What follows belongs to an exercise in optimizing a design on an open flow for small area and few clock cycles per item; a production flow would make more cautious choices. RTL that was checked went through simulation tests only; none was proved equivalent to the original. The RTL of run 2 was laid out without a check of its function. Power figures rest on the tool's default switching activity, not on a simulated workload. The clock port is modelled as an ideal driver; clocking choices that lean on that would not hold on a real chip.

`flow/design.v`:
```
package boardPkg;
    typedef logic [2:0] colour_t;   
    typedef logic [$clog2(16)-1:0] tileCoord_t;
    typedef struct packed {
        tileCoord_t row;            
        tileCoord_t column;         
    } tileField_t;
    typedef union packed {
        logic [$clog2(256)-1:0] index;
        tileField_t field;
    } tileAddress_u;
    typedef logic [10-1:0] pixelX_t;
    typedef logic [9-1:0] pixelY_t;
endpackage
package renderPkg;
    typedef enum logic [2:0] {
        Clear,        
        Idle,
        WriteRed,
        WriteBlue,
        Scan          
    } renderState_t;
endpackage
module tileMemory (
    input  logic         clock,
    input  logic         writeEnable,
    input  boardPkg::tileAddress_u writeAddress,
    input  boardPkg::colour_t      writeColour,
    input  boardPkg::tileAddress_u readAddress,
    output boardPkg::colour_t      tileColour
);
    boardPkg::colour_t board [256];
    always_ff @(posedge clock) begin
        if (writeEnable) begin
            board[writeAddress.index] <= writeColour;
        end
    end
    always_ff @(posedge clock) begin
        tileColour <= board[readAddress.index];
    end
endmodule
module tileScanner (
    input  logic         clock,
    input  logic         reset,
    input  logic         scanStart,
    output boardPkg::tileAddress_u readAddress,
    input  boardPkg::colour_t      tileColour,
    output boardPkg::pixelX_t      x,
    output boardPkg::pixelY_t      y,
    output boardPkg::colour_t      colour,
    output logic         plotEnable,
    output logic         scanDone
);
    typedef logic [$clog2(10)-1:0] offset_t;
    localparam offset_t lastOffset = offset_t'(10 - 1);
    logic         active;       
    logic         fetch;        
    boardPkg::tileAddress_u tile;
    offset_t      dx;
    offset_t      dy;
    logic         lastTile;
    assign lastTile = tile.index == 8'(256 - 1);
    always_ff @(posedge clock) begin
        if (reset) begin
            active   <= 1'b0;
            fetch    <= 1'b0;
            tile     <= '0;
            dx       <= '0;
            dy       <= '0;
            scanDone <= 1'b0;
        end else begin
            scanDone <= 1'b0;
            if (scanStart) begin
                active     <= 1'b1;
                fetch      <= 1'b1;
                tile.index <= '0;
                dx         <= '0;
                dy         <= '0;
            end else if (active) begin
                if (fetch) begin
                    fetch <= 1'b0;       
                end else if (dx == lastOffset) begin
                    dx <= '0;
                    if (dy == lastOffset) begin
                        dy <= '0;
                        if (lastTile) begin
                            active   <= 1'b0;
                            scanDone <= 1'b1;
                        end else begin
                            tile.index <= tile.index + 1'b1;
                            fetch      <= 1'b1;
                        end
                    end else begin
                        dy <= dy + 1'b1;
                    end
                end else begin
                    dx <= dx + 1'b1;
                end
            end
        end
    end
    assign readAddress = tile;    
    assign plotEnable  = active && !fetch;
    assign colour      = tileColour;
    assign x = boardPkg::pixelX_t'(tile.field.column) * boardPkg::pixelX_t'(10) + boardPkg::pixelX_t'(dx);
    assign y = boardPkg::pixelY_t'(tile.field.row) * boardPkg::pixelY_t'(10) + boardPkg::pixelY_t'(dy);
endmodule
module renderController (
    input  logic         clock,
    input  logic         reset,
    input  logic         trigger,
    input  boardPkg::tileCoord_t   redX,
    input  boardPkg::tileCoord_t   redY,
    input  boardPkg::tileCoord_t   blueX,
    input  boardPkg::tileCoord_t   blueY,
    output logic         writeEnable,
    output boardPkg::tileAddress_u writeAddress,
    output boardPkg::colour_t      writeColour,
    output logic         scanStart,
    input  logic         scanDone,
    output logic         busy
);
    renderPkg::renderState_t state;
    renderPkg::renderState_t nextState;
    boardPkg::tileAddress_u clearCount;   
    boardPkg::tileAddress_u redAddress;
    boardPkg::tileAddress_u blueAddress;
    boardPkg::tileAddress_u redTile;      
    boardPkg::tileAddress_u blueTile;
    logic         accept;
    logic         collision;
    always_comb begin
        redAddress.field.row     = redY;
        redAddress.field.column  = redX;
        blueAddress.field.row    = blueY;
        blueAddress.field.column = blueX;
    end
    assign accept    = (state == renderPkg::Idle) && trigger;
    assign collision = redTile.index == blueTile.index;
    always_ff @(posedge clock) begin
        if (accept) begin
            redTile  <= redAddress;
            blueTile <= blueAddress;
        end
    end
    always_ff @(posedge clock) begin
        if (reset) begin
            state <= renderPkg::Clear;
        end else begin
            state <= nextState;
        end
    end
    always_comb begin
        nextState = state;
        case (state)
            renderPkg::Clear: begin
                if (clearCount.index == 8'(256 - 1)) begin
                    nextState = renderPkg::Idle;
                end
            end
            renderPkg::Idle: begin
                if (trigger) begin
                    nextState = renderPkg::WriteRed;
                end
            end
            renderPkg::WriteRed:  nextState = renderPkg::WriteBlue;
            renderPkg::WriteBlue: nextState = renderPkg::Scan;
            renderPkg::Scan: begin
                if (scanDone) begin
                    nextState = renderPkg::Idle;
                end
            end
            default:   nextState = renderPkg::Clear;
        endcase
    end
    always_ff @(posedge clock) begin
        if (reset) begin
            clearCount <= '0;
        end else if (state == renderPkg::Clear) begin
            clearCount.index <= clearCount.index + 1'b1;
        end
    end
    always_comb begin
        writeEnable  = 1'b0;
        writeAddress = clearCount;
        writeColour  = 3'b000;
        case (state)
            renderPkg::Clear: writeEnable = 1'b1;
            renderPkg::WriteRed: begin
                writeEnable  = 1'b1;
                writeAddress = redTile;
                writeColour  = collision ? 3'b111 : 3'b100;
            end
            renderPkg::WriteBlue: begin
                writeEnable  = 1'b1;
                writeAddress = blueTile;
                writeColour  = collision ? 3'b111 : 3'b001;
            end
            default: ;
        endcase
    end
    assign scanStart = state == renderPkg::WriteBlue;
    assign busy      = state != renderPkg::Idle;
endmodule
module boardRenderer (
    input  logic       clock,
    input  logic       reset,
    input  logic       trigger,
    input  boardPkg::tileCoord_t redX,
    input  boardPkg::tileCoord_t redY,
    input  boardPkg::tileCoord_t blueX,
    input  boardPkg::tileCoord_t blueY,
    output boardPkg::pixelX_t    x,
    output boardPkg::pixelY_t    y,
    output boardPkg::colour_t    colour,
    output logic       plotEnable,
    output logic       busy
);
    logic         writeEnable;
    boardPkg::tileAddress_u writeAddress;
    boardPkg::colour_t      writeColour;
    boardPkg::tileAddress_u readAddress;
    boardPkg::colour_t      tileColour;
    logic         scanStart;
    logic         scanDone;
    renderController controller (
        .clock        (clock),
        .reset        (reset),
        .trigger      (trigger),
        .redX         (redX),
        .redY         (redY),
        .blueX        (blueX),
        .blueY        (blueY),
        .writeEnable  (writeEnable),
        .writeAddress (writeAddress),
        .writeColour  (writeColour),
        .scanStart    (scanStart),
        .scanDone     (scanDone),
        .busy         (busy)
    );
    tileMemory memory (
        .clock        (clock),
        .writeEnable  (writeEnable),
        .writeAddress (writeAddress),
        .writeColour  (writeColour),
        .readAddress  (readAddress),
        .tileColour   (tileColour)
    );
    tileScanner scanner (
        .clock        (clock),
        .reset        (reset),
        .scanStart    (scanStart),
        .readAddress  (readAddress),
        .tileColour   (tileColour),
        .x            (x),
        .y            (y),
        .colour       (colour),
        .plotEnable   (plotEnable),
        .scanDone     (scanDone)
    );
endmodule
```
`flow/run.sh`:
```
#!/bin/bash
# synth_recipe.tcl (not shown) runs the flow's synth.tcl, then flattens the netlist and writes it again
# the make line also repeats each setting of config.mk as NAME=value (left out here)
make -C /OpenROAD-flow-scripts/flow DESIGN_CONFIG=/design/flow/config.mk WORK_HOME=/design/flow/orfs CLKGATE_MAP_FILE= SYNTH_SCRIPT=/design/flow/synth_recipe.tcl finish
```
`flow/config.mk`:
```
export PLATFORM = sky130hd
export DESIGN_NAME = boardRenderer
export DESIGN_NICKNAME = boardRenderer
export VERILOG_FILES = /design/flow/design.v
export SDC_FILE = /design/flow/constraint.sdc
export NUM_CORES = 4
export LEC_CHECK = 0
export CAP_MARGIN = 20
export CORE_MARGIN = 2
export CORE_UTILIZATION = 40
export SLEW_MARGIN = 20
```
`flow/constraint.sdc`:
```
create_clock -name core_clock -period 6.0 [get_ports {clock}]
set_input_delay 1.2000 -clock core_clock [delete_from_list [all_inputs] [get_ports {clock}]]
set_output_delay 1.2000 -clock core_clock [all_outputs]
set_load 0.01 [all_outputs]
```
==> results.py, run 1 <==
metrics = {
    "global_routing": {
        "antenna_found_initial": 1,
        "grt_max_degree": 257,
        "grt_pass1_wl_um": 123000,
        "use_met2_pct": 33.4,
        "use_met1_pct": 25.3,
        "grt-ovfl-total": 0,
        "busiest_layer": "met2",
        "grt_util_met3_pct": 3.23,
        "grt.total_usage_pct": 19.5,
        "grt_pass1_vias": 18700,
    },
    "outcome": {
        "status": "timing/DRC/antenna clean",
    },
    "clock_network": {
        "postCtsSetupRepairBufs": 0,
        "cts-resized-gates": 0,
        "cts_tree": "done",
        "cts_max_level": 3,
        "cts_hold_buf": 0,
        "clkTransAtPathRegs_ns": 0.06,
        "clockBufferDepth": 3,
        "cts_buffers": 81,
        "clock_latency_ns": 0.63,
        "clockRootBuffer": "clkbuf_16",
        "cts_sinks": 817,
    },
    "setup_path": {
        "worst_ep_arrival_time_ns": 3.63,
        "cpPeakStageDelay_ns": 0.75,
        "path_max_fanout": 14,
        "timing.rr.end": "memory.tileColour[1]$_DFF_P_",
        "reg2reg_depth": 7,
        "cp_slowest_cell": "dfxtp_1",
        "crit_chain": "ha_1, ha_1, fa_1, nand2_1, or3_1, a21oi_1, a21oi_1, clkdlybuf4s50_1",
        "crit_type": "reg2out",
        "setup.worst_path.start_class": "register",
        "crit_end": "y[7]",
        "r2r_start": "scanner.tile[0]$_SDFFE_PP0P_",
        "cp-end-kind": "primary output",
        "crit_start": "scanner.tile[7]$_SDFFE_PP0P_",
        "reg2reg_slack_ns": 1.77,
        "worstPathRequired_ns": 4.80,
    },
    "die": {
        "start_util_pct": 40.4,
        "fp-row-count": 106,
        "dieArea_um2": 86700,
        "ios": 43,
        "die_h_um": 295,
        "die_w_um": 295,
        "core_um2": 83600,
    },
    "finish": {
        "multi_input_area_um2": 8800,
        "regArea_um2": 24200,
        "antenna_cells": 0,
        "drive_gt1_share_pct": 16.2,
        "nets": 2052,
        "area_growth_pct": 12.4,
        "fin_cells": 3157,
        "fillers": 7115,
    },
    "timing": {
        "slew_headroom_pct": 26.1,
        "slew_viol_final": 0,
        "fmax_ghz": 0.207,
        "worst-slew-pin-transition_ns": 1.11,
        "setup_viol": 0,
        "period_minus_slack_ns": 4.83,
        "hold_ws_ns": 0.503,
        "rsz0062_at_grt": "false",
        "hold_violations": 0,
        "fin_worst_skew_ns": 0.0207,
        "post-route-period-util_pct": 80.6,
    },
    "place": {
        "dp_cells": 3008,
        "portBuffers": 41,
        "dp_hpwl_um": 49300,
        "place_congestion": 0.824,
    },
    "power_and_ir_drop": {
        "irDropWorstVdd_mv": 0.209,
        "finalPower_mw": 11.6,
        "powerDensity_nw_per_um2": 304,
        "leakage_nw": 10.0,
    },
    "routing": {
        "vias": 18100,
        "wire_per_inst_um": 26.4,
        "drt-pass1-iter-count": 5,
        "drtAntennaViolNets": 0,
        "drt_wl_total_um": 83200,
        "vias_per_cell": 5.72,
        "drt_iter0_drc": 1757,
        "drc_errors": 0,
    },
    "synth": {
        "synthCells": 1973,
        "synth_edf_count": 784,
        "syn-cell-area_um2": 33800,
        "yosysWarnings": 3,
        "synth_cell_types": 72,
        "synthArstFlopShare_pct": 0,
        "yosysMostFrequentCell": "edfxtp_1",
        "yosysTopAreaCellShare_pct": 69.7,
        "syn_area_per_cell_um2": 17.1,
        "ys_ff_latch": 817,
        "yosys.area.top_type": "edfxtp_1",
        "ys.flop_type": "edfxtp_1",
        "synth.top_cells.by_area": "edfxtp_1 70%, mux4_2 9.5%, mux2i_1 3.4%",
        "yosysSeqAreaShare_pct": 71.7,
        "synth_common_cells": "784 x edfxtp_1, 300 x nor2_1, 143 x mux4_2, 115 x mux2i_1, 86 x nand2_1",
    },
    "min_path": {
        "hp-class": "reg2reg",
    },
    "flow_run": {
        "drv_cap": 0,
    },
}
==> worst min-delay path by stage <==
stage	from	endpoint	slack (ns)	cells after the start
final	controller.clearCount[7]$_SDFFE_PP0N_	controller.clearCount[7]$_SDFFE_PP0N_	0.50	2
after global routing	controller.clearCount[7]$_SDFFE_PP0N_	controller.clearCount[7]$_SDFFE_PP0N_	0.56	2
after CTS	controller.clearCount[7]$_SDFFE_PP0N_	controller.clearCount[7]$_SDFFE_PP0N_	0.51	2
after detailed placement	controller.clearCount[7]$_SDFFE_PP0N_	controller.clearCount[7]$_SDFFE_PP0N_	0.50	2
after global placement	controller.clearCount[7]$_SDFFE_PP0N_	controller.clearCount[7]$_SDFFE_PP0N_	0.49	2
after floorplan	controller.clearCount[7]$_SDFFE_PP0N_	controller.clearCount[7]$_SDFFE_PP0N_	0.47	2
==> through the flow <==
stage / TNS [ns] / utilization, % / area [µm²] / setup slack (ns)
after CTS: 0 / 45.4 / 37900 / 1.16
after floorplan: -2290.44 / - / 33800 / -3.36
after global routing: 0 / 45.4 / 38000 / 0.956
after detailed placement: 0 / 42.1 / 35100 / 1.78
final: 0 / 45.4 / 38000 / 1.17
after global placement: 0 / 42.0 / 35100 / 1.82
==> kinds of logic after synthesis <==
group / count (synthesis) / share of synthesized area [%]
muxes: 275 / 13.8
buffers and inverters: 133 / 2.44
AOI/OAI and AO/OA: 192 / 3.95
xor gates and xnor gates: 34 / 0.882
and+or+nand+nor: 501 / 6.42
adders and majority gates: 20 / 0.830
other: 1 / 0.0111
DFF: 817 / 71.7
==> sequential cells by signal, indices dropped and copies added, names as in the netlist <==
signal                 cells
controller.blueTile        8
controller.clearCount      8
controller.redTile         8
controller.state           3
memory.board             768
memory.tileColour          3
scanner.active             1
scanner.dx                 4
scanner.dy                 4
scanner.fetch              1
scanner.scanDone           1
scanner.tile               8
==> cell type report <==
type / count / share of cell area, %
timing repair buffer: 78 / 2.05
clock buffer: 95 / 5.76
tap: 1080 / 3.56
sequential: 817 / 63.8
clock inverter: 52 / 1.53
inverter: 12 / 0.119
multi-input combinational: 1023 / 23.2
==> routing by layer <==
metal | wire [µm] | part of all wire [%]
met1 | 33600 | 40
met2 | 41800 | 50
met3 | 5660 | 6.8
met4 | 2170 | 2.6
met5 | 0 | 0
==> cells in the final DEF (no fill, tap or decap), types with 5 or more instances in the layout <==
| cell | instances |
|---|---|
| edfxtp_1 | 784 |
| nor2_1 | 297 |
| mux4_2 | 143 |
| mux2i_1 | 115 |
| nand2_1 | 86 |
| clkbuf_16 | 86 |
| a21oi_1 | 55 |
| clkdlybuf4s50_1 | 41 |
| buf_4 | 31 |
| dfxtp_1 | 29 |
| o221ai_1 | 28 |
| xor2_1 | 19 |
| clkinv_1 | 19 |
| a221oi_1 | 18 |
| clkinv_2 | 17 |
| nor2b_1 | 16 |
| nor3_1 | 16 |
| ha_1 | 16 |
| nand3_1 | 15 |
| xnor2_1 | 15 |
| o21ai_0 | 14 |
| bufinv_16 | 13 |
| a22oi_1 | 11 |
| and2_1 | 11 |
| mux2_2 | 11 |
| o22ai_1 | 11 |
| inv_1 | 10 |
| nand4_1 | 9 |
| clkbuf_1 | 9 |
| nand2b_1 | 8 |
| a21o_1 | 7 |
| or3_1 | 6 |
| a22o_1 | 6 |
| mux4_1 | 6 |
| o21ai_1 | 5 |
| nand3_2 | 5 |
| nor3b_1 | 5 |
==> where the power goes <==
group,internal (mW),switching [mW]
Sequential,6.16,0.00684
Combinational,0.0329,0.0850
Clock,3.16,2.11
Total,9.36,2.20
==> critical path: cells and delay by family (launching register included) <==
kind                     cells  cell delay (ns)
flip-flops                   1             0.75
AND/OR/NAND/NOR              2             0.43
buffers and inverters        1             0.48
adder cells (fa/ha/maj)      3             1.13
AO/OA/AOI/OAI                2             0.23
Testbench counts, summed over its fixed seeds: cycles 6,620,152, passes 256.
==> inputs of run 2 (changes only) <==
==> flow/design.v (replaced) <==
module boardRenderer (
    input  logic       clock,
    input  logic       reset,
    input  logic       trigger,
    input  logic [3:0] redX,
    input  logic [3:0] redY,
    input  logic [3:0] blueX,
    input  logic [3:0] blueY,
    output logic [9:0] x,
    output logic [8:0] y,
    output logic [2:0] colour,
    output logic       plotEnable,
    output logic       busy
);
    logic         clearing;      
    logic         active;        
    logic [5:0]   phase;         
    logic [7:0]   tile;          
    logic [7:0]   redTile;
    logic [7:0]   blueTile;
    logic [1:0]   nextColour;
    logic [1:0]   tileColour;
    logic [3:0]   dx;
    logic [3:0]   dy;
    logic [127:0] ring [4];
    logic         accept;
    logic         rowEnd;
    logic         tileEnd;
    logic [7:0]   nextTile;
    logic [1:0]   head  [4];
    logic [1:0]   store [4];
    logic [7:0]   redIn;
    logic [7:0]   blueIn;
    logic         red0;
    logic         blue0;
    assign redIn    = {redY, redX};
    assign blueIn   = {blueY, blueX};
    assign accept   = !clearing && !active && trigger;
    assign rowEnd   = dx == 4'd9;
    assign tileEnd  = rowEnd && dy == 4'd9;
    assign nextTile = tile + 1'b1;
    always_comb begin
        for (int r = 0; r < 4; r++) begin
            head[r]  = ring[r][1:0];
            store[r] = head[r];
            if (clearing) begin
                store[r] = 2'b00;
            end else if (active && ({2'(r), phase} == redTile || {2'(r), phase} == blueTile)) begin
                store[r] = {{2'(r), phase} == redTile, {2'(r), phase} == blueTile};
            end
        end
    end
    always_ff @(posedge clock) begin
        for (int r = 0; r < 4; r++) begin
            ring[r] <= {store[r], ring[r][127:2]};
        end
    end
    always_ff @(posedge clock) begin
        if (reset) begin
            phase <= '0;
        end else begin
            phase <= phase + 1'b1;
        end
    end
    always_ff @(posedge clock) begin
        if ((clearing || active) && phase == nextTile[5:0]) begin
            nextColour <= store[nextTile[7:6]];
        end
    end
    assign red0  = redIn == 8'd0;
    assign blue0 = blueIn == 8'd0;
    always_ff @(posedge clock) begin
        if (reset) begin
            clearing <= 1'b1;
            active   <= 1'b0;
            tile     <= '0;
            dx       <= '0;
            dy       <= '0;
        end else begin
            if (clearing && phase == 6'd63) begin
                clearing <= 1'b0;
            end
            if (accept) begin
                active <= 1'b1;
            end else if (active) begin
                if (!rowEnd) begin
                    dx <= dx + 1'b1;
                end else begin
                    dx <= '0;
                    if (dy != 4'd9) begin
                        dy <= dy + 1'b1;
                    end else begin
                        dy   <= '0;
                        tile <= nextTile;
                        if (tile == 8'd255) begin
                            active <= 1'b0;
                        end
                    end
                end
            end
        end
    end
    always_ff @(posedge clock) begin
        if (accept) begin
            redTile    <= redIn;
            blueTile   <= blueIn;
            tileColour <= (red0 || blue0) ? {red0, blue0} : nextColour;
        end else if (active && tileEnd) begin
            tileColour <= nextColour;
        end
    end
    assign x          = 10'(tile[3:0]) * 10'd10 + 10'(dx);
    assign y          = 9'(tile[7:4]) * 9'd10 + 9'(dy);
    assign colour     = {tileColour[1], tileColour[1] & tileColour[0], tileColour[0]};
    assign plotEnable = active;
    assign busy       = clearing || active;
endmodule
--- a/flow/config.mk
+++ b/flow/config.mk
@@ -9,3 +9,5 @@
 export CORE_MARGIN = 2
-export CORE_UTILIZATION = 40
+export CORE_UTILIZATION = 70
+export CTS_BUF_LIST = sky130_fd_sc_hd__clkbuf_8 sky130_fd_sc_hd__clkbuf_4
+export CTS_CLUSTER_SIZE = 20
 export SLEW_MARGIN = 20
==> run 2 against run 1 <==
Still clean on timing, DRC and antenna; worst setup slack improved by 0.25 ns; critical path depth unchanged; design area decreased by 59%; die area decreased by 77%; via count decreased by 67%; power decreased by 41%; synthesized cell count decreased by 58%; flip-flop and latch count decreased by 261; worst hold slack got worse by 0.19 ns; largest power group unchanged.
==> results.py, run 2 <==
metrics = {
    "finish": {
        "drive_gt1_share_pct": 14.3,
        "layout_commonest_cell": "dfxtp_1",
        "fin_util_pct": 82.8,
        "nets": 966,
        "regMostFlops": "ring",
        "area_growth_pct": 17.1,
        "antenna_cells": 0,
        "largest_reg_flops": 512,
        "fin_cells": 1215,
        "final_cell_mix": "536 x dfxtp_1, 99 x clkbuf_8, 41 x nor2_1, 41 x clkdlybuf4s50_1, 37 x xnor2_1",
    },
    "clock_network": {
        "cts_buffers": 77,
        "cts_sinks": 556,
        "cts_max_level": 3,
        "clkTransAtPathRegs_ns": 0.06,
        "clockRootBuffer": "clkbuf_8",
        "postCtsSetupRepairBufs": 0,
        "cts_tree": "done",
        "clock_latency_ns": 0.60,
        "cts-resized-gates": 0,
        "clockBufferDepth": 3,
        "cts_hold_buf": 0,
    },
    "power_and_ir_drop": {
        "clock_power_share_pct": 44.6,
        "power_frac_comb_pct": 0.4,
        "powerDensity_nw_per_um2": 439,
        "seqPwrFrac_pct": 55.0,
        "switchingPower_mw": 1.36,
        "p_sw_share_pct": 20.1,
        "leakage_nw": 6.14,
        "intPower_mw": 5.40,
        "irDropWorstVdd_mv": 0.322,
    },
    "die": {
        "ios": 43,
        "core_um2": 18600,
        "die_w_um": 141,
        "start_util_pct": 70.7,
        "dieArea_um2": 19900,
        "die_h_um": 141,
        "fp-row-count": 50,
    },
    "routing": {
        "drtAntennaViolNets": 0,
        "wire_per_inst_um": 17.2,
        "vias_per_cell": 4.89,
        "drc_errors": 0,
        "drt_wl_total_um": 20900,
        "drt-pass1-iter-count": 6,
        "vias": 5938,
        "drt_iter0_drc": 235,
    },
    "place": {
        "pre_cts_ws_ns": 2.05,
        "portBuffers": 41,
        "dp_hpwl_um": 10500,
        "dp_cells": 1082,
        "place_congestion": 0.819,
    },
    "flow_run": {
        "drv_cap": 0,
    },
    "timing": {
        "slew_viol_final": 0,
        "rsz0062_at_grt": "false",
        "slew_headroom_pct": 34.9,
        "hold_ws_ns": 0.314,
        "post-route-period-util_pct": 76.5,
        "setup_viol": 0,
        "worst-slew-pin-transition_ns": 0.952,
        "fin_worst_skew_ns": 0.0228,
        "fmax_ghz": 0.218,
        "hold_violations": 0,
        "setup_slack_ns": 1.41,
        "period_minus_slack_ns": 4.59,
        "tns_ns": 0,
    },
    "min_path": {
        "min_path_cells": 0,
        "hp-class": "reg2reg",
    },
    "global_routing": {
        "grt.total_usage_pct": 22.5,
        "grt_max_degree": 25,
        "grt-ovfl-total": 0,
        "grt_pass1_wl_um": 34300,
        "grt_pass1_vias": 6513,
        "antenna_found_initial": 0,
    },
    "synth": {
        "syn-cell-area_um2": 13100,
        "synthCells": 824,
        "yosys.area.top_type": "dfxtp_1",
        "yosysWarnings": 4,
        "synth_cell_types": 45,
        "synth_edf_count": 20,
        "synth.top_cells.by_area": "dfxtp_1 82%, edfxtp_1 4.6%, xnor2_1 2.5%",
        "synthArstFlopShare_pct": 0,
        "yosysTopAreaCellShare_pct": 81.7,
        "yosysSeqAreaShare_pct": 86.2,
        "ys.flop_type": "dfxtp_1",
        "yosysMostFrequentCell": "dfxtp_1",
        "syn_area_per_cell_um2": 15.9,
        "ys_ff_latch": 556,
        "synth_common_cells": "536 x dfxtp_1, 41 x nor2_1, 37 x xnor2_1, 21 x nand2_1, 20 x edfxtp_1",
    },
    "setup_path": {
        "critPathBufInv": 1,
        "crit_chain": "ha_1, ha_1, fa_1, nand2_1, or3_1, a21oi_1, a21oi_1, clkdlybuf4s50_1",
        "worstPathRequired_ns": 4.80,
        "path_max_fanout": 9,
        "setup.worst_path.start_class": "register",
        "cp-end-kind": "primary output",
        "worst-path-stages": 8,
        "reg2reg_depth": 6,
        "crit_type": "reg2out",
        "crit_family": "adder cells",
        "cp_slowest_cell": "dfxtp_1",
        "cpPeakStageDelay_ns": 0.56,
        "worst_ep_arrival_time_ns": 3.39,
    },
    "outcome": {
        "status": "timing/DRC/antenna clean",
    },
}
-- run 2: logic make-up after synthesis --
| group | count (synthesis) | synth area share [%] |
|---|---|---|
| DFF | 556 | 86.2 |
| other | 1 | 0.0285 |
| buffers and inverters | 32 | 1.14 |
| and+or+nand+nor | 120 | 4.58 |
| muxes | 1 | 0.0762 |
| AOI/OAI and AO/OA | 45 | 2.48 |
| adders and majority gates | 20 | 2.13 |
| xor gates and xnor gates | 49 | 3.32 |
-- run 2: worst paths after layout --
kind | startpoint | to | slack, ns
max | tile[7]$_SDFFE_PP0P_ | y[7] | 1.41
min | ring[1][23]$_DFF_P_ | ring[1][21]$_DFF_P_ | 0.31
max reg2reg | tile[0]$_SDFFE_PP0P_ | nextColour[1]$_DFFE_PP_ | 3.56
min reg2reg | ring[1][23]$_DFF_P_ | ring[1][21]$_DFF_P_ | 0.31
-- run 2: layer usage --
layer  vias up  global-route usage [%]  share of wire [%]
met2       153                    36.8                 50
met1      2853                    28.6                 43
met4         0                    10.3                2.4
met3        37                    5.71                4.7
li1       2895                       -                  -
met5         -                       0                  0
-- run 2: power groups by stage --
stage,logic [mW],registers [mW],clock network [mW]
finish,0.0288,3.72,3.01
global route,0.0310,3.72,3.23
CTS,0.0288,3.72,3.09
detailed placement,0.0278,3.80,0
global placement,0.0271,3.80,0
floorplan,0.0141,3.80,0
-- run 2: metrics by stage --
stage / instance area (µm²) / power [mW]
finish: 15400 / 6.76
global route: 15400 / 6.98
CTS: 15400 / 6.84
detailed placement: 13700 / 3.83
global placement: 13700 / 3.83
floorplan: 13100 / 3.81
-- run 2: layout make-up --
class	count	area [µm²]
flip-flops and latches	556	11300
clock inverters	12	113
repair buffers	41	410
fillers	845	3190
well taps	234	293
multi-input cells	236	1660
clock buffers	121	1530
inverters	15	56.3
-- run 2: worst register-to-register path: stages (launching register included) --
cell and delay, ns:
dfxtp_1 0.49, ha_1 0.29, and3_1 0.25, nand3_1 0.18
xor2_1 0.56, a2111o_1 0.22, nand4_1 0.16
==> inputs of run 3 (changes only) <==
--- a/flow/design.v
+++ b/flow/design.v
@@ -17,3 +17,3 @@
     logic [5:0]   phase;         
-    logic [7:0]   tile;          
+    logic [7:0]   nextTile;      
     logic [7:0]   redTile;
@@ -28,3 +28,3 @@
     logic         tileEnd;
-    logic [7:0]   nextTile;
+    logic         lastTile;
     logic [1:0]   head  [4];
@@ -40,3 +40,3 @@
     assign tileEnd  = rowEnd && dy == 4'd9;
-    assign nextTile = tile + 1'b1;
+    assign lastTile = nextTile == 8'd0;
     always_comb begin
@@ -65,3 +65,3 @@
     always_ff @(posedge clock) begin
-        if ((clearing || active) && phase == nextTile[5:0]) begin
+        if (phase == nextTile[5:0]) begin
             nextColour <= store[nextTile[7:6]];
@@ -75,5 +75,3 @@
             active   <= 1'b0;
-            tile     <= '0;
-            dx       <= '0;
-            dy       <= '0;
+            nextTile <= '0;
         end else begin
@@ -83,17 +81,9 @@
             if (accept) begin
-                active <= 1'b1;
-            end else if (active) begin
-                if (!rowEnd) begin
-                    dx <= dx + 1'b1;
+                active   <= 1'b1;
+                nextTile <= 8'd1;
+            end else if (active && tileEnd) begin
+                if (lastTile) begin
+                    active <= 1'b0;
                 end else begin
-                    dx <= '0;
-                    if (dy != 4'd9) begin
-                        dy <= dy + 1'b1;
-                    end else begin
-                        dy   <= '0;
-                        tile <= nextTile;
-                        if (tile == 8'd255) begin
-                            active <= 1'b0;
-                        end
-                    end
+                    nextTile <= nextTile + 1'b1;
                 end
@@ -104,11 +94,33 @@
         if (accept) begin
-            redTile    <= redIn;
-            blueTile   <= blueIn;
+            redTile  <= redIn;
+            blueTile <= blueIn;
             tileColour <= (red0 || blue0) ? {red0, blue0} : nextColour;
-        end else if (active && tileEnd) begin
-            tileColour <= nextColour;
+            dx <= '0;
+            dy <= '0;
+            x  <= '0;
+            y  <= '0;
+        end else if (active) begin
+            if (!rowEnd) begin
+                dx <= dx + 1'b1;
+                x  <= x + 1'b1;
+            end else begin
+                dx <= '0;
+                if (dy != 4'd9) begin
+                    dy <= dy + 1'b1;
+                    y  <= y + 1'b1;
+                    x  <= x - 10'd9;
+                end else begin
+                    dy <= '0;
+                    tileColour <= nextColour;
+                    if (nextTile[3:0] == 4'd0) begin
+                        x <= '0;
+                        y <= y + 1'b1;
+                    end else begin
+                        x <= x + 1'b1;
+                        y <= y - 9'd9;
+                    end
+                end
+            end
         end
     end
-    assign x          = 10'(tile[3:0]) * 10'd10 + 10'(dx);
-    assign y          = 9'(tile[7:4]) * 9'd10 + 9'(dy);
     assign colour     = {tileColour[1], tileColour[1] & tileColour[0], tileColour[0]};
--- a/flow/config.mk
+++ b/flow/config.mk
@@ -9,5 +9,3 @@
 export CORE_MARGIN = 2
-export CORE_UTILIZATION = 70
-export CTS_BUF_LIST = sky130_fd_sc_hd__clkbuf_8 sky130_fd_sc_hd__clkbuf_4
-export CTS_CLUSTER_SIZE = 20
+export CORE_UTILIZATION = 40
 export SLEW_MARGIN = 20
==> run 3 against run 2 <==
Synthesized cell count is 12% higher; via count up 7.7%; sequential share of layout area is 3.1 points lower; still clean on timing, DRC and antenna; non-clock buffer count increased by 3; highest routed layer unchanged; critical path depth is 5 lower; area after synthesis rose by 6.0%; flip-flop and latch count is 19 higher; clock skew decreased by 0.0045 ns; critical path type unchanged; sequential power up 3%; clock power increased by 12%; fmax is 43% higher.
==> results.py, run 3 <==
metrics = {
    "place": {
        "post_dp_cell_area_um2": 14800,
        "portBuffers": 42,
        "dp_hpwl_um": 10400,
        "place_congestion": 0.802,
    },
    "finish": {
        "antenna_cells": 0,
        "fillers": 2971,
        "drive_gt1_share_pct": 9.47,
        "layout_commonest_cell": "dfxtp_1",
        "reg_top3": "ring (512), x (10), y (9)",
        "largest_reg_flops": 512,
        "nets": 1022,
        "area_growth_pct": 19.2,
        "fin_area_um2": 16600,
        "final_cell_mix": "555 x dfxtp_1, 55 x clkbuf_16, 43 x nor2_1",
        "regMostFlops": "ring",
    },
    "die": {
        "core_um2": 34500,
        "dieArea_um2": 36300,
        "start_util_pct": 40.4,
        "die_w_um": 191,
        "die_h_um": 191,
        "ios": 43,
        "fp-row-count": 68,
    },
    "clock_network": {
        "clkTransAtPathRegs_ns": 0.06,
        "cts_hold_buf": 0,
        "postCtsSetupRepairBufs": 0,
        "cts-resized-gates": 0,
        "clockRootBuffer": "clkbuf_16",
        "clockBufferDepth": 3,
        "cts_buffers": 52,
        "cts_tree": "done",
        "clock_latency_ns": 0.57,
        "cts_max_level": 2,
        "cts_sinks": 575,
    },
    "routing": {
        "drtAntennaViolNets": 0,
        "top_layer": "met4",
        "vias": 6398,
        "dr_wl_met2_um": 7170,
        "drc_errors": 0,
        "routed-wl-met3_um": 1020,
        "drt_iter0_drc": 350,
        "vias_per_cell": 4.29,
        "met1_length_um": 10100,
        "drt-pass1-iter-count": 4,
        "wire_per_inst_um": 12.6,
        "drt_wl_total_um": 18800,
    },
    "setup_path": {
        "path_max_fanout": 14,
        "worst_ep_arrival_time_ns": 2.01,
        "worstPathRequired_ns": 4.80,
        "crit_type": "reg2out",
        "cp-end-kind": "primary output",
        "crit_start": "clearing$_SDFFE_PP1P_",
        "setup.worst_path.start_class": "register",
        "r2r_start": "clearing$_SDFFE_PP1P_",
    },
    "global_routing": {
        "grt_pass1_wl_um": 31800,
        "grt-ovfl-total": 0,
        "grt_max_degree": 31,
        "grt.total_usage_pct": 10.8,
        "antenna_found_initial": 0,
        "grt_pass1_vias": 6343,
    },
    "flow_run": {
        "drv_cap": 0,
    },
    "synth": {
        "ys_ff_latch": 575,
        "yosysMostFrequentCell": "dfxtp_1",
        "synth.top_cells.by_area": "dfxtp_1 80%, edfxtp_1 4.3%, xnor2_1 1.4%",
        "yosysSeqAreaShare_pct": 84.1,
        "syn_area_per_cell_um2": 15.1,
        "syn-cell-area_um2": 13900,
        "synth_cell_types": 63,
        "yosys.area.top_type": "dfxtp_1",
        "synth_common_cells": "555 x dfxtp_1, 43 x nor2_1, 31 x nand2_1, 23 x xnor2_1",
        "yosysWarnings": 4,
        "synthArstFlopShare_pct": 0,
        "yosysTopAreaCellShare_pct": 79.8,
        "synthCells": 921,
        "ys.flop_type": "dfxtp_1",
        "synth_edf_count": 20,
    },
    "power_and_ir_drop": {
        "irDropWorstVdd_mv": 0.242,
        "leakage_nw": 6.42,
        "finalPower_mw": 7.23,
        "powerDensity_nw_per_um2": 435,
    },
    "timing": {
        "worst-slew-pin-transition_ns": 0.614,
        "slew_headroom_pct": 58.0,
        "setup_viol": 0,
        "post-route-period-util_pct": 53.6,
        "slew_viol_final": 0,
        "period_minus_slack_ns": 3.21,
        "fmax_ghz": 0.311,
        "hold_violations": 0,
        "fin_worst_skew_ns": 0.0183,
        "tns_ns": 0,
        "rsz0062_at_grt": "false",
    },
    "outcome": {
        "status": "timing/DRC/antenna clean",
    },
    "min_path": {
        "hp-class": "reg2reg",
        "hp-start": "ring[1][36]$_DFF_P_",
    },
}
==> run 3: kinds of logic (layout without fill, tap and decap cells) <==
kind of cell	after synthesis	in the layout	share of synthesized area, %
adder cells (fa/ha/maj)	7	7	0.629
multiplexers	5	5	0.386
AND/OR/NAND/NOR	162	162	6.20
XOR/XNOR	37	37	2.33
buffers and inverters	44	158	1.50
AO/OA/AOI/OAI	91	91	4.90
flip-flops	575	575	84.1
==> run 3: final timing paths <==
| check | to | slack [ns] | cells past startpoint |
|---|---|---|---|
| min | ring[1][34]$_DFF_P_ | 0.31 | 0 |
| min reg2reg | ring[1][34]$_DFF_P_ | 0.31 | 0 |
| max | busy | 2.79 | 3 |
| max reg2reg | y[2]$_SDFFE_PP0P_ | 3.44 | 7 |
==> run 3: layout make-up <==
class,count,area [µm²],area share (%)
clock buffers,76,1560,9.36
clock inverters,17,250,1.51
inverters,21,78.8,0.475
multi-input cells,302,2010,12.1
flip-flops and latches,575,11700,70.5
well taps,455,569,3.43
repair buffers,44,435,2.62
==> run 3: layer usage <==
metal  up-vias  track usage [%]
met5         -                0
li1       3241                -
met3        42             2.83
met4         0             4.80
met2       132             14.5
met1      2983             16.2
==> run 3: power by group <==
| group | switching, mW | leakage [nW] | internal (mW) |
|---|---|---|---|
| Sequential | 0.00429 | 4.65 | 3.84 |
| Clock | 1.34 | 0.889 | 2.02 |
| Combinational | 0.0108 | 0.882 | 0.0163 |
| Total | 1.35 | 6.42 | 5.88 |
==> run 3: worst max-delay path: stages, from the launching register on <==
cell             delay (ns)
dfxtp_1                0.64
nor2_1                 0.19
inv_1                  0.09
clkdlybuf4s50_1        0.53
==> run 3: per-stage QoR <==
step	worst slack [ns]	util [%]	cells	hold slack, ns
2_1_floorplan	3.51	-	921	0.310
6_report	2.79	48.2	1490	0.309
3_5_place_dp	2.61	43.0	1397	0.312
4_1_cts	2.76	48.2	1490	0.310
3_3_place_gp	2.69	43.0	1397	0.310
5_1_grt	2.69	48.2	1490	0.319
Testbench counts of run 3, summed over its fixed seeds: cycles 6,553,856, passes 256.
==> inputs of run 4 (changes only) <==
==> flow/design.v (replaced) <==
module boardRenderer (
    input  logic       clock,
    input  logic       reset,
    input  logic       trigger,
    input  logic [3:0] redX,
    input  logic [3:0] redY,
    input  logic [3:0] blueX,
    input  logic [3:0] blueY,
    output logic [9:0] x,
    output logic [8:0] y,
    output logic [2:0] colour,
    output logic       plotEnable,
    output logic       busy
);
    logic         clearing;      
    logic         pending;       
    logic         running;       
    logic [8:0]   tile;          
    logic [3:0]   dy;            
    logic [3:0]   dx;            
    logic [7:0]   redTile;
    logic [7:0]   blueTile;
    logic [1:0]   tileColour;    
    logic [513:0] ring;
    logic         plotting;
    logic         accept;
    logic         rowEnd;
    logic         tileEnd;
    logic         first;
    logic         wrap;
    logic         isRed;
    logic         isBlue;
    logic [1:0]   head;
    logic [1:0]   store;
    assign rowEnd  = dx[3] & dx[0];                               
    assign tileEnd = rowEnd & dy[3] & dy[0];                      
    assign first   = dx == 4'd0 && dy == 4'd0;
    assign wrap    = (tileEnd & tile[8])
                   | (!running & tile[1] & dy[2] & !dy[1] & dy[0] & dx[2] & dx[1] & dx[0]);
    assign plotting = running & !tile[8];
    assign busy     = clearing | pending | plotting;
    assign accept   = trigger & !busy;
    assign head   = ring[1:0];
    assign isRed  = tile[7:0] == redTile;
    assign isBlue = tile[7:0] == blueTile;
    always_comb begin
        store = head;
        if (clearing) begin
            store = 2'b00;
        end else if (running && first && (isRed || isBlue)) begin
            store = {isRed, isBlue};
        end
    end
    always_ff @(posedge clock) begin
        ring <= {store, ring[513:2]};
    end
    always_ff @(posedge clock) begin
        if (first) begin
            tileColour <= store;
        end
    end
    always_ff @(posedge clock) begin
        if (reset) begin
            clearing <= 1'b1;
            pending  <= 1'b0;
            running  <= 1'b0;
            tile     <= '0;
            dy       <= '0;
            dx       <= '0;
        end else begin
            if (wrap) begin
                clearing <= 1'b0;
                running  <= pending | accept;
                pending  <= 1'b0;
                tile     <= '0;
                dy       <= '0;
                dx       <= '0;
            end else begin
                if (accept) begin
                    pending <= 1'b1;
                end
                if (!rowEnd) begin
                    dx <= dx + 1'b1;
                end else begin
                    dx <= '0;
                    if (!tileEnd) begin
                        dy <= dy + 1'b1;
                    end else begin
                        dy   <= '0;
                        tile <= tile + 1'b1;
                    end
                end
            end
        end
    end
    always_ff @(posedge clock) begin
        if (accept) begin
            redTile  <= {redY, redX};
            blueTile <= {blueY, blueX};
        end
    end
    logic [1:0] shown;
    assign shown = first ? store : tileColour;
    assign x          = 10'(tile[3:0]) * 10'd10 + 10'(dx);
    assign y          = 9'(tile[7:4]) * 9'd10 + 9'(dy);
    assign colour     = {shown[1], shown[1] & shown[0], shown[0]};
    assign plotEnable = plotting;
endmodule
--- a/flow/config.mk
+++ b/flow/config.mk
@@ -9,3 +9,5 @@
 export CORE_MARGIN = 2
-export CORE_UTILIZATION = 40
+export CORE_UTILIZATION = 70
+export CTS_BUF_LIST = sky130_fd_sc_hd__clkbuf_8 sky130_fd_sc_hd__clkbuf_4
+export CTS_CLUSTER_SIZE = 20
 export SLEW_MARGIN = 20
==> run 4 against run 3 <==
Clock skew rose by 0.0053 ns; routed wire length rose by 3.0%; still clean on timing, DRC and antenna; largest power group unchanged; critical path type unchanged; sequential power fell by 4%.
==> results.py, run 4 <==
metrics = {
    "global_routing": {
        "grt_pass1_wl_um": 31000,
        "use_met1_pct": 29.7,
        "grt.total_usage_pct": 22.3,
        "antenna_found_initial": 1,
        "grt_util_met3_pct": 5.63,
        "grt_pass1_vias": 5826,
        "grt_max_degree": 17,
        "busiest_layer": "met2",
        "use_met2_pct": 34.5,
        "grt-ovfl-total": 0,
    },
    "synth": {
        "yosysMostFrequentCell": "dfxtp_1",
        "yosysTopAreaCellShare_pct": 85.6,
        "syn-cell-area_um2": 12500,
        "yosys.area.top_type": "dfxtp_1",
        "synth_common_cells": "536 x dfxtp_1, 32 x xnor2_1, 25 x nor2_1, 19 x ha_1, 16 x edfxtp_1",
        "syn_area_per_cell_um2": 17.0,
        "synth_edf_count": 16,
        "synth.top_cells.by_area": "dfxtp_1 86%, edfxtp_1 3.8%, xnor2_1 2.2%",
        "synthCells": 738,
        "ys_ff_latch": 552,
        "synthArstFlopShare_pct": 0,
        "ys.flop_type": "dfxtp_1",
        "synth_cell_types": 42,
        "yosysWarnings": 1,
        "yosysSeqAreaShare_pct": 89.4,
    },
    "timing": {
        "tns_ns": 0,
        "hold_ws_ns": 0.312,
        "rsz0062_at_grt": "false",
        "fin_worst_skew_ns": 0.0236,
        "fmax_ghz": 0.217,
        "setup_viol": 0,
        "slew_viol_final": 0,
        "post-route-period-util_pct": 77.0,
        "hold_violations": 0,
        "period_minus_slack_ns": 4.62,
        "worst-slew-pin-transition_ns": 0.648,
        "slew_headroom_pct": 56.8,
    },
    "clock_network": {
        "cts_hold_buf": 0,
        "cts_buffers": 73,
        "clkTransAtPathRegs_ns": 0.07,
        "cts_max_level": 3,
        "postCtsSetupRepairBufs": 0,
        "clockBufferDepth": 3,
        "cts-resized-gates": 0,
        "clockRootBuffer": "clkbuf_8",
        "cts_sinks": 552,
        "cts_tree": "done",
        "clock_latency_ns": 0.58,
    },
    "die": {
        "ios": 43,
        "dieArea_um2": 19000,
        "fp-row-count": 48,
        "start_util_pct": 72.0,
        "die_h_um": 138,
        "die_w_um": 138,
        "core_um2": 17400,
    },
    "power_and_ir_drop": {
        "powerDensity_nw_per_um2": 455,
        "irDropWorstVdd_mv": 0.359,
        "leakage_nw": 6.00,
    },
    "finish": {
        "nets": 888,
        "fin_cells": 1123,
        "reg_top3": "ring (514), tile (9)",
        "area_growth_pct": 17.8,
        "drive_gt1_share_pct": 14.8,
        "regMostFlops": "ring",
        "antenna_cells": 0,
        "layout_commonest_cell": "dfxtp_1",
        "largest_reg_flops": 514,
        "final_cell_mix": "536 x dfxtp_1, 93 x clkbuf_8, 41 x clkdlybuf4s50_1",
    },
    "min_path": {
        "hp-class": "reg2reg",
    },
    "routing": {
        "vias": 5233,
        "vias_per_cell": 4.66,
        "drtAntennaViolNets": 0,
        "drt_wl_total_um": 19400,
        "drt_iter0_drc": 223,
        "wire_per_inst_um": 17.3,
        "drt-pass1-iter-count": 4,
        "drc_errors": 0,
    },
    "setup_path": {
        "worstPathRequired_ns": 4.80,
        "worst_ep_arrival_time_ns": 3.42,
        "crit_type": "reg2out",
        "cp-end-kind": "primary output",
        "path_max_fanout": 9,
        "setup.worst_path.start_class": "register",
    },
    "outcome": {
        "status": "timing/DRC/antenna clean",
    },
    "place": {
        "dp_cells": 996,
        "place_congestion": 0.865,
        "dp_hpwl_um": 9140,
        "portBuffers": 41,
    },
    "flow_run": {
        "drv_cap": 0,
    },
}
==> run 4: cell count changes in the layout (fill, tap and decap cells not counted), moves of 10 or more <==
cell	delta
clkbuf_1	-11
clkbuf_16	-55
clkbuf_4	+23
clkbuf_8	+83
dfxtp_1	-19
ha_1	+12
nand2_1	-19
nand3_1	-10
nor2_1	-18
o21ai_0	-14
==> run 4: logic make-up (layout without fill, tap and decap cells) <==
kind of cell	Yosys count	after routing	share of synthesized area [%]
compound gates	25	25	1.26
xor+xnor	37	37	2.58
fa+ha+maj	23	23	2.53
buf+inv	24	184	1.02
flops	552	552	89.4
mux	1	1	0.0898
other cells	1	1	0.0299
simple gates	75	75	3.06
==> run 4: area by class of cell <==
| class | count | area [µm²] |
|---|---|---|
| clock buffers | 116 | 1450 |
| clock inverters | 11 | 150 |
| fillers | 677 | 2650 |
| inverters | 15 | 56.3 |
| multi-input cells | 162 | 1200 |
| flip-flops and latches | 552 | 11200 |
| well taps | 225 | 282 |
| repair buffers | 42 | 418 |
==> run 4: routing by layer <==
layer  vias to the layer above  wire length, µm
met3                        41              909
met1                      2482             8890
li1                       2575                -
met2                       135             9140
met5                         -                0
met4                         0              472
==> run 4: power breakdown <==
| group | internal [mW] | switching [mW] | total (mW) |
|---|---|---|---|
| Clock | 1.67 | 1.33 | 3.00 |
| Sequential | 3.68 | 0.00304 | 3.68 |
| Combinational | 0.0169 | 0.0123 | 0.0292 |
| Total | 5.37 | 1.34 | 6.71 |
==> run 4: through the flow <==
stage | cell area, µm² | utilization [%] | setup slack, ns | power (mW)
6_report | 14800 | 84.8 | 1.38 | 6.71
5_1_grt | 14800 | 84.8 | 1.19 | 6.91
4_1_cts | 14800 | 84.8 | 1.34 | 6.77
3_5_place_dp | 13200 | 75.6 | 1.96 | 3.80
3_3_place_gp | 13200 | 75.6 | 2.00 | 3.79
2_1_floorplan | 12500 | - | 2.63 | 3.78
==> run 4: critical path, cell delays in order, from the launching register on <==
cell and delay [ns]:
dfxtp_1 0.54, ha_1 0.31, ha_1 0.23, fa_1 0.53
nand2_1 0.11, or3_1 0.41, a21oi_1 0.18, a21oi_1 0.06
clkdlybuf4s50_1 0.47
==> run 4: worst paths after layout <==
path,to,from,cells after the start,slack [ns]
worst max-delay path,y[7],tile[7]$_SDFFE_PP0P_,8,1.38
worst min-delay path,ring[125]$_DFF_P_,ring[127]$_DFF_P_,0,0.31
worst max register to register,dy[3]$_SDFFE_PP0N_,dx[0]$_SDFF_PP0_,5,3.79
worst min register to register,ring[125]$_DFF_P_,ring[127]$_DFF_P_,0,0.31
Testbench counts of run 4, summed over its fixed seeds: cycles 6,579,184, passes 256.
==> inputs of run 5 (changes only) <==
--- a/flow/config.mk
+++ b/flow/config.mk
@@ -10,4 +10,5 @@
 export CORE_UTILIZATION = 70
-export CTS_BUF_LIST = sky130_fd_sc_hd__clkbuf_8 sky130_fd_sc_hd__clkbuf_4
-export CTS_CLUSTER_SIZE = 20
+export CTS_BUF_LIST = sky130_fd_sc_hd__clkbuf_16
+export CTS_CLUSTER_DIAMETER = 100
+export CTS_CLUSTER_SIZE = 30
 export SLEW_MARGIN = 20
==> run 5 against run 4 <==
Still clean on timing, DRC and antenna; clock-buffer cell count down 94; global-route usage is 1.1 points lower; sequential share of layout area increased by 5.5 points; critical path depth fell by 1; register-to-register slack lost 0.11 ns.
==> results.py, run 5 <==
metrics = {
    "setup_path": {
        "timing.rr.end": "dy[3]$_SDFFE_PP0N_",
        "r2r_start": "dx[0]$_SDFF_PP0_",
        "worstPathRequired_ns": 4.80,
        "cp-end-kind": "primary output",
        "crit_type": "reg2out",
        "reg2reg_slack_ns": 3.68,
        "path_max_fanout": 9,
        "reg2reg_depth": 5,
        "setup.worst_path.start_class": "register",
        "worst_ep_arrival_time_ns": 3.42,
    },
    "global_routing": {
        "grt_pass1_vias": 5192,
        "grt_pass1_wl_um": 29700,
        "grt-ovfl-total": 0,
        "antenna_found_initial": 1,
        "grt_max_degree": 32,
        "grt.total_usage_pct": 21.2,
    },
    "finish": {
        "antenna_cells": 0,
        "nets": 837,
        "final_cell_mix": "536 x dfxtp_1, 41 x clkdlybuf4s50_1, 32 x xnor2_1",
        "area_growth_pct": 9.78,
        "regMostFlops": "ring",
        "reg_top3": "ring (514), tile (9)",
        "largest_reg_flops": 514,
        "drive_gt1_share_pct": 3.76,
        "layout_commonest_cell": "dfxtp_1",
        "fin_cells": 1023,
    },
    "routing": {
        "drt-pass1-iter-count": 5,
        "drt_wl_total_um": 19200,
        "vias": 4988,
        "vias_per_cell": 4.88,
        "drt_iter0_drc": 334,
        "wire_per_inst_um": 18.8,
        "drtAntennaViolNets": 0,
        "drc_errors": 0,
    },
    "min_path": {
        "min_path_cells": 0,
        "hold_path_end": "ring[366]$_DFF_P_",
        "hp-class": "reg2reg",
        "hp-start": "ring[368]$_DFF_P_",
    },
    "die": {
        "ios": 43,
        "fp-row-count": 48,
        "die_h_um": 138,
        "core_um2": 17400,
        "start_util_pct": 72.0,
        "dieArea_um2": 19000,
        "die_w_um": 138,
    },
    "flow_run": {
        "drv_cap": 0,
    },
    "synth": {
        "yosys.area.top_type": "dfxtp_1",
        "synthCells": 738,
        "synth_edf_count": 16,
        "synth_common_cells": "536 x dfxtp_1, 32 x xnor2_1, 25 x nor2_1, 19 x ha_1, 16 x edfxtp_1",
        "syn-cell-area_um2": 12500,
        "synth.top_cells.by_area": "dfxtp_1 86%, edfxtp_1 3.8%, xnor2_1 2.2%",
        "ys.flop_type": "dfxtp_1",
        "synth_cell_types": 42,
        "yosysTopAreaCellShare_pct": 85.6,
        "synthArstFlopShare_pct": 0,
        "yosysMostFrequentCell": "dfxtp_1",
        "ys_ff_latch": 552,
        "yosysWarnings": 1,
        "syn_area_per_cell_um2": 17.0,
        "yosysSeqAreaShare_pct": 89.4,
    },
    "power_and_ir_drop": {
        "leakage_nw": 5.45,
        "finalPower_mw": 5.44,
        "powerDensity_nw_per_um2": 395,
        "irDropWorstVdd_mv": 0.404,
    },
    "clock_network": {
        "postCtsSetupRepairBufs": 0,
        "clockRootBuffer": "clkbuf_16",
        "cts_hold_buf": 0,
        "cts_buffers": 22,
        "cts_sinks": 552,
        "cts_tree": "done",
        "clockBufferDepth": 3,
        "cts_max_level": 1,
        "clock_latency_ns": 0.55,
        "cts-resized-gates": 0,
        "clkTransAtPathRegs_ns": 0.12,
    },
    "place": {
        "dp_hpwl_um": 9140,
        "place_congestion": 0.865,
        "portBuffers": 41,
        "dp_cells": 996,
    },
    "timing": {
        "rsz0062_at_grt": "false",
        "hold_ws_ns": 0.321,
        "period_minus_slack_ns": 4.62,
        "fmax_ghz": 0.216,
        "tns_ns": 0,
        "hold_violations": 0,
        "fin_worst_skew_ns": 0.0243,
        "worst-slew-pin-transition_ns": 0.649,
        "post-route-period-util_pct": 77.0,
        "slew_headroom_pct": 56.7,
        "slew_viol_final": 0,
        "setup_viol": 0,
    },
    "outcome": {
        "status": "timing/DRC/antenna clean",
    },
}
==> run 5: cells by family (layout without fill, tap and decap cells) <==
kind of cell | after synthesis | count (layout) | synth area share [%]
flops | 552 | 552 | 89.4
other cells | 1 | 1 | 0.0299
fa+ha+maj | 23 | 23 | 2.53
compound gates | 25 | 25 | 1.26
buf+inv | 24 | 84 | 1.02
xor+xnor | 37 | 37 | 2.58
mux | 1 | 1 | 0.0898
simple gates | 75 | 75 | 3.06
==> run 5: per-layer routing <==
layer / part of all wire [%] / global-route usage [%] / wire, µm / vias to the layer above
met5: 0 / 0 / 0 / -
met4: 3.0 / 6.46 / 578 / 0
met3: 6.0 / 3.46 / 1150 / 42
met2: 47 / 34.9 / 8950 / 147
met1: 44 / 29.4 / 8530 / 2375
li1: - / - / - / 2424
==> run 5: worst max-delay path by stage <==
stage / from / endpoint / slack (ns) / depth (start not counted)
2_1_floorplan: tile[1]$_SDFFE_PP0P_ / x[7] / 2.63 / 6
3_5_place_dp: tile[3]$_SDFFE_PP0P_ / x[7] / 1.96 / 7
3_3_place_gp: tile[3]$_SDFFE_PP0P_ / x[7] / 2.00 / 7
5_1_grt: tile[3]$_SDFFE_PP0P_ / x[7] / 1.20 / 7
6_report: tile[3]$_SDFFE_PP0P_ / x[7] / 1.38 / 7
4_1_cts: tile[3]$_SDFFE_PP0P_ / x[7] / 1.36 / 7
==> run 5: power breakdown <==
group,switching [mW],internal (mW)
Clock,1.04,0.682
Sequential,0.00300,3.68
Combinational,0.0127,0.0170
==> run 5: final cells by class <==
class                   count  area, µm²
clock buffers              22        551
clock inverters             5       47.5
fillers                   842       3650
inverters                  15       56.3
multi-input cells         162       1200
flip-flops and latches    552      11200
well taps                 225        282
repair buffers             42        418
==> run 5: per-stage QoR <==
step / utilization (%) / cell area (µm²) / setup slack, ns
4_1_cts: 79.0 / 13800 / 1.36
5_1_grt: 79.0 / 13800 / 1.20
2_1_floorplan: - / 12500 / 2.63
3_3_place_gp: 75.6 / 13200 / 2.00
3_5_place_dp: 75.6 / 13200 / 1.96
6_report: 79.0 / 13800 / 1.38
==> run 5: worst max-delay path, stage by stage, from the launching register on <==
cell and delay, ns:
dfxtp_1 0.58, ha_1 0.31, ha_1 0.23, fa_1 0.41, xnor2_1 0.17, or3b_2 0.50, xor2_1 0.15, clkdlybuf4s50_1 0.55
==> inputs of run 6 (changes only) <==
--- a/flow/design.v
+++ b/flow/design.v
@@ -103,4 +103,4 @@
     assign shown = first ? store : tileColour;
-    assign x          = 10'(tile[3:0]) * 10'd10 + 10'(dx);
-    assign y          = 9'(tile[7:4]) * 9'd10 + 9'(dy);
+    assign x          = {7'(tile[3:0]) + {tile[3:0], 2'b00} + 7'(dx[3:1]), dx[0]};
+    assign y          = 9'({7'(tile[7:4]) + {1'b0, tile[7:4], 2'b00} + 7'(dy[3:1]), dy[0]});
     assign colour     = {shown[1], shown[1] & shown[0], shown[0]};
==> flow/flow/run.sh (new file) <==
#!/bin/bash
# The standard layout (standard.sh, standard synthesis included) with two changes:
# - the port buffers are sky130_fd_sc_hd__buf_1 cells (the smallest buffer);
# - clock tree synthesis uses clkbuf_16 only, sink clusters of up to 30 within
#   100 um, and no dummy loads.
# standard.sh's full output goes to standard.log; ORFS keeps each step's log
# under orfs/logs/.
set -euo pipefail
export BUFFER_PORTS_ARGS="-buffer_cell sky130_fd_sc_hd__buf_1"
export CTS_ARGS="-sink_clustering_enable -repair_clock_nets -sink_clustering_size 30 -sink_clustering_max_diameter 100 -buf_list sky130_fd_sc_hd__clkbuf_16 -dont_use_dummy_load"
bash standard.sh > standard.log 2>&1
==> flow/standard.sh (new file) <==
#!/bin/bash
# synth_recipe.tcl (not shown) runs the flow's synth.tcl, then flattens the netlist and writes it again
# the make line also repeats each setting of config.mk as NAME=value (left out here)
make -C /OpenROAD-flow-scripts/flow DESIGN_CONFIG=/design/flow/config.mk WORK_HOME=/design/flow/orfs CLKGATE_MAP_FILE= SYNTH_SCRIPT=/design/flow/synth_recipe.tcl "${@:-finish}"
--- a/flow/config.mk
+++ b/flow/config.mk
@@ -10,5 +10,2 @@
 export CORE_UTILIZATION = 70
-export CTS_BUF_LIST = sky130_fd_sc_hd__clkbuf_16
-export CTS_CLUSTER_DIAMETER = 100
-export CTS_CLUSTER_SIZE = 30
 export SLEW_MARGIN = 20
removed: flow/run.sh
==> run 6 against run 5 <==
Via count is 3.9% lower; sequential share of layout area up 2.4 points; first-iteration DRC count down 30%; sequential power is essentially flat; non-clock buffer count fell by 2; clock skew is 0.050 ns higher; die area is 0.51% lower; clock power fell by 4%; critical path depth increased by 1; worst hold slack worse by 0.022 ns; power fell by 1.6%; critical path type unchanged; largest cell class unchanged; largest power group unchanged.
==> results.py, run 6 <==
metrics = {
    "outcome": {
        "status": "timing/DRC/antenna clean",
    },
    "global_routing": {
        "grt_pass1_vias": 5014,
        "grt_pass1_wl_um": 28600,
        "grt-ovfl-total": 0,
        "grt.total_usage_pct": 20.5,
        "antenna_found_initial": 0,
        "grt_max_degree": 31,
    },
    "setup_path": {
        "worstPathRequired_ns": 4.80,
        "r2r_start": "dy[0]$_SDFFE_PP0N_",
        "reg2reg_slack_ns": 3.92,
        "crit_family": "adder cells",
        "cp-end-kind": "primary output",
        "crit_chain": "inv_1, fa_1, inv_1, fa_1, a21o_1, a21oi_1, xnor2_1, buf_1",
        "crit_type": "reg2out",
        "path_max_fanout": 8,
        "reg2reg_depth": 7,
        "cpPeakStageDelay_ns": 0.56,
        "worst_ep_arrival_time_ns": 2.86,
        "critPathBufInv": 3,
        "timing.rr.end": "tileColour[1]$_DFF_P_",
        "cp_slowest_cell": "fa_1",
        "setup.worst_path.start_class": "register",
    },
    "finish": {
        "area_growth_pct": 7.24,
        "regMostFlops": "ring",
        "fin_area_um2": 13400,
        "fillers": 848,
        "largest_reg_flops": 514,
        "antenna_cells": 0,
        "layout_commonest_cell": "dfxtp_1",
        "final_cell_mix": "536 x dfxtp_1, 39 x buf_1, 27 x xnor2_1",
        "reg_top3": "ring (514), tile (9)",
        "nets": 825,
        "drive_gt1_share_pct": 3.46,
    },
    "routing": {
        "drc_errors": 0,
        "drt_iter0_drc": 235,
        "drt-pass1-iter-count": 4,
        "wire_per_inst_um": 18.2,
        "vias": 4792,
        "drtAntennaViolNets": 0,
        "vias_per_cell": 4.76,
        "drt_wl_total_um": 18300,
    },
    "place": {
        "dp_hpwl_um": 9510,
        "place_congestion": 0.813,
        "portBuffers": 39,
        "post_dp_cell_area_um2": 12800,
    },
    "clock_network": {
        "cts_max_level": 1,
        "clockBufferDepth": 3,
        "clock_latency_ns": 0.55,
        "cts-resized-gates": 0,
        "postCtsSetupRepairBufs": 0,
        "cts_hold_buf": 0,
        "cts_buffers": 22,
        "clockRootBuffer": "clkbuf_16",
        "cts_tree": "done",
        "cts_sinks": 552,
        "clkTransAtPathRegs_ns": 0.11,
    },
    "timing": {
        "post-route-period-util_pct": 67.7,
        "hold_ws_ns": 0.300,
        "rsz0062_at_grt": "false",
        "period_minus_slack_ns": 4.06,
        "slew_headroom_pct": 50.6,
        "worst-slew-pin-transition_ns": 0.741,
        "tns_ns": 0,
        "hold_violations": 0,
        "setup_viol": 0,
        "fin_worst_skew_ns": 0.0738,
        "slew_viol_final": 0,
        "fmax_ghz": 0.246,
    },
    "power_and_ir_drop": {
        "leakage_nw": 5.30,
        "powerDensity_nw_per_um2": 400,
        "irDropWorstVdd_mv": 0.328,
    },
    "synth": {
        "synth_cell_types": 37,
        "yosys.area.top_type": "dfxtp_1",
        "synthCells": 732,
        "ys_ff_latch": 552,
        "synth_edf_count": 16,
        "synth_common_cells": "536 x dfxtp_1, 27 x xnor2_1, 22 x nor2_1, 19 x ha_1",
        "yosysSeqAreaShare_pct": 89.9,
        "yosysTopAreaCellShare_pct": 86.0,
        "synth.top_cells.by_area": "dfxtp_1 86%, edfxtp_1 3.9%, ha_1 1.9%",
        "syn_area_per_cell_um2": 17.0,
        "ys.flop_type": "dfxtp_1",
        "synthArstFlopShare_pct": 0,
        "yosysWarnings": 1,
        "yosysMostFrequentCell": "dfxtp_1",
        "syn-cell-area_um2": 12500,
    },
    "min_path": {
        "hold_path_end": "ring[56]$_DFF_P_",
        "hp-start": "ring[58]$_DFF_P_",
        "min_path_cells": 0,
        "hp-class": "reg2reg",
    },
    "die": {
        "die_h_um": 137,
        "die_w_um": 137,
        "dieArea_um2": 18900,
        "fp-row-count": 48,
        "start_util_pct": 71.8,
        "core_um2": 17400,
        "ios": 43,
    },
    "flow_run": {
        "drv_cap": 0,
    },
}
run 6: how the worst max path moves through the flow:
| stage | from | end | cells past startpoint |
|---|---|---|---|
| floorplan | tile[2]$_SDFFE_PP0P_ | x[6] | 8 |
| global placement | tile[0]$_SDFFE_PP0P_ | x[6] | 8 |
| detailed placement | tile[0]$_SDFFE_PP0P_ | x[6] | 8 |
| CTS | tile[0]$_SDFFE_PP0P_ | x[6] | 8 |
| global route | tile[0]$_SDFFE_PP0P_ | x[6] | 8 |
| finish | tile[0]$_SDFFE_PP0P_ | x[6] | 8 |
run 6: layer usage:
metal	global-route usage [%]	share of wire [%]	vias up
met3	3.20	4.0	40
li1	-	-	2377
met1	28.4	46	2265
met5	0	0	-
met4	6.87	2.9	0
met2	33.7	47	110
run 6: layout make-up:
cell class              count  area (µm²)  area share (%)
repair buffers             40         154            1.15
well taps                 225         282            2.10
clock buffers              22         551            4.12
inverters                  16        60.1           0.449
multi-input cells         151        1120            8.35
flip-flops and latches    552       11200            83.8
run 6: cells by family after synthesis:
logic type	share of synthesized area (%)
and+or+nand+nor	2.83
buffers and inverters	1.20
adders and majority gates	2.55
other	0.0301
muxes	0.0803
AOI/OAI and AO/OA	1.16
DFF	89.9
xor gates and xnor gates	2.25
run 6: through the flow:
step | total power, mW | cells | worst slack (ns) | util (%)
finish | 5.35 | 1006 | 1.94 | 77.1
global route | 5.48 | 1006 | 1.73 | 77.1
CTS | 5.38 | 1006 | 1.90 | 77.1
detailed placement | 3.78 | 984 | 2.43 | 73.9
global placement | 3.78 | 984 | 2.50 | 73.9
floorplan | 3.78 | 734 | 2.64 | -
run 6: worst register-to-register path, cell delays in order, from the launching register on:
cell and delay [ns]:
dfxtp_1 0.39, inv_1 0.15, ha_1 0.19, nor2b_1 0.18, nand4_1 0.20, or3_1 0.45
and2_1 0.18, o21ai_0 0.24
run 6: where the power goes:
group	switching (mW)	total [mW]	internal, mW
Combinational	0.0121	0.0190	0.00689
Clock	0.986	1.65	0.663
Sequential	0.00273	3.68	3.68
Total	1.00	5.35	4.35
Testbench counts of run 6, summed over its fixed seeds: cycles 6,579,184, passes 256.

==> separate check: timing with driven ports <==
Ports are ideal in the flow. The routed layouts listed here were re-timed in OpenROAD. Step 1: set_driving_cell puts a clkbuf_16 on clock and a buf_2 on each other input, an assumption about the parent block. Step 2 also shifts input and output timing later by t, the mid clock arrival at the registers, as if the neighbouring blocks saw the same clock. Slacks: ideal / step 1 / step 2; pairs: ideal / step 1.
run | shift t [ns] | setup slack, ns | hold slack, ns
run 1 | 0.681 | 1.167 / 1.101 / 1.769 | 0.503 / 0.503 / 0.503
run 2 | 0.631 | 1.412 / 1.368 / 1.999 | 0.314 / 0.314 / 0.314
run 3 | 0.605 | 2.787 / 2.739 / 2.654 | 0.309 / 0.309 / 0.309
run 4 | 0.607 | 1.383 / 1.340 / 1.947 | 0.312 / 0.312 / 0.312
run 5 | 0.580 | 1.377 / 1.334 / 1.914 | 0.321 / 0.321 / 0.321
run 6 | 0.560 | 1.936 / 1.889 / 2.449 | 0.300 / 0.300 / 0.300
After both steps setup and hold are still met in every run listed. The setup slack of run 3, which loses most, moves by -0.048 ns with the drivers and by -0.133 ns with both steps.
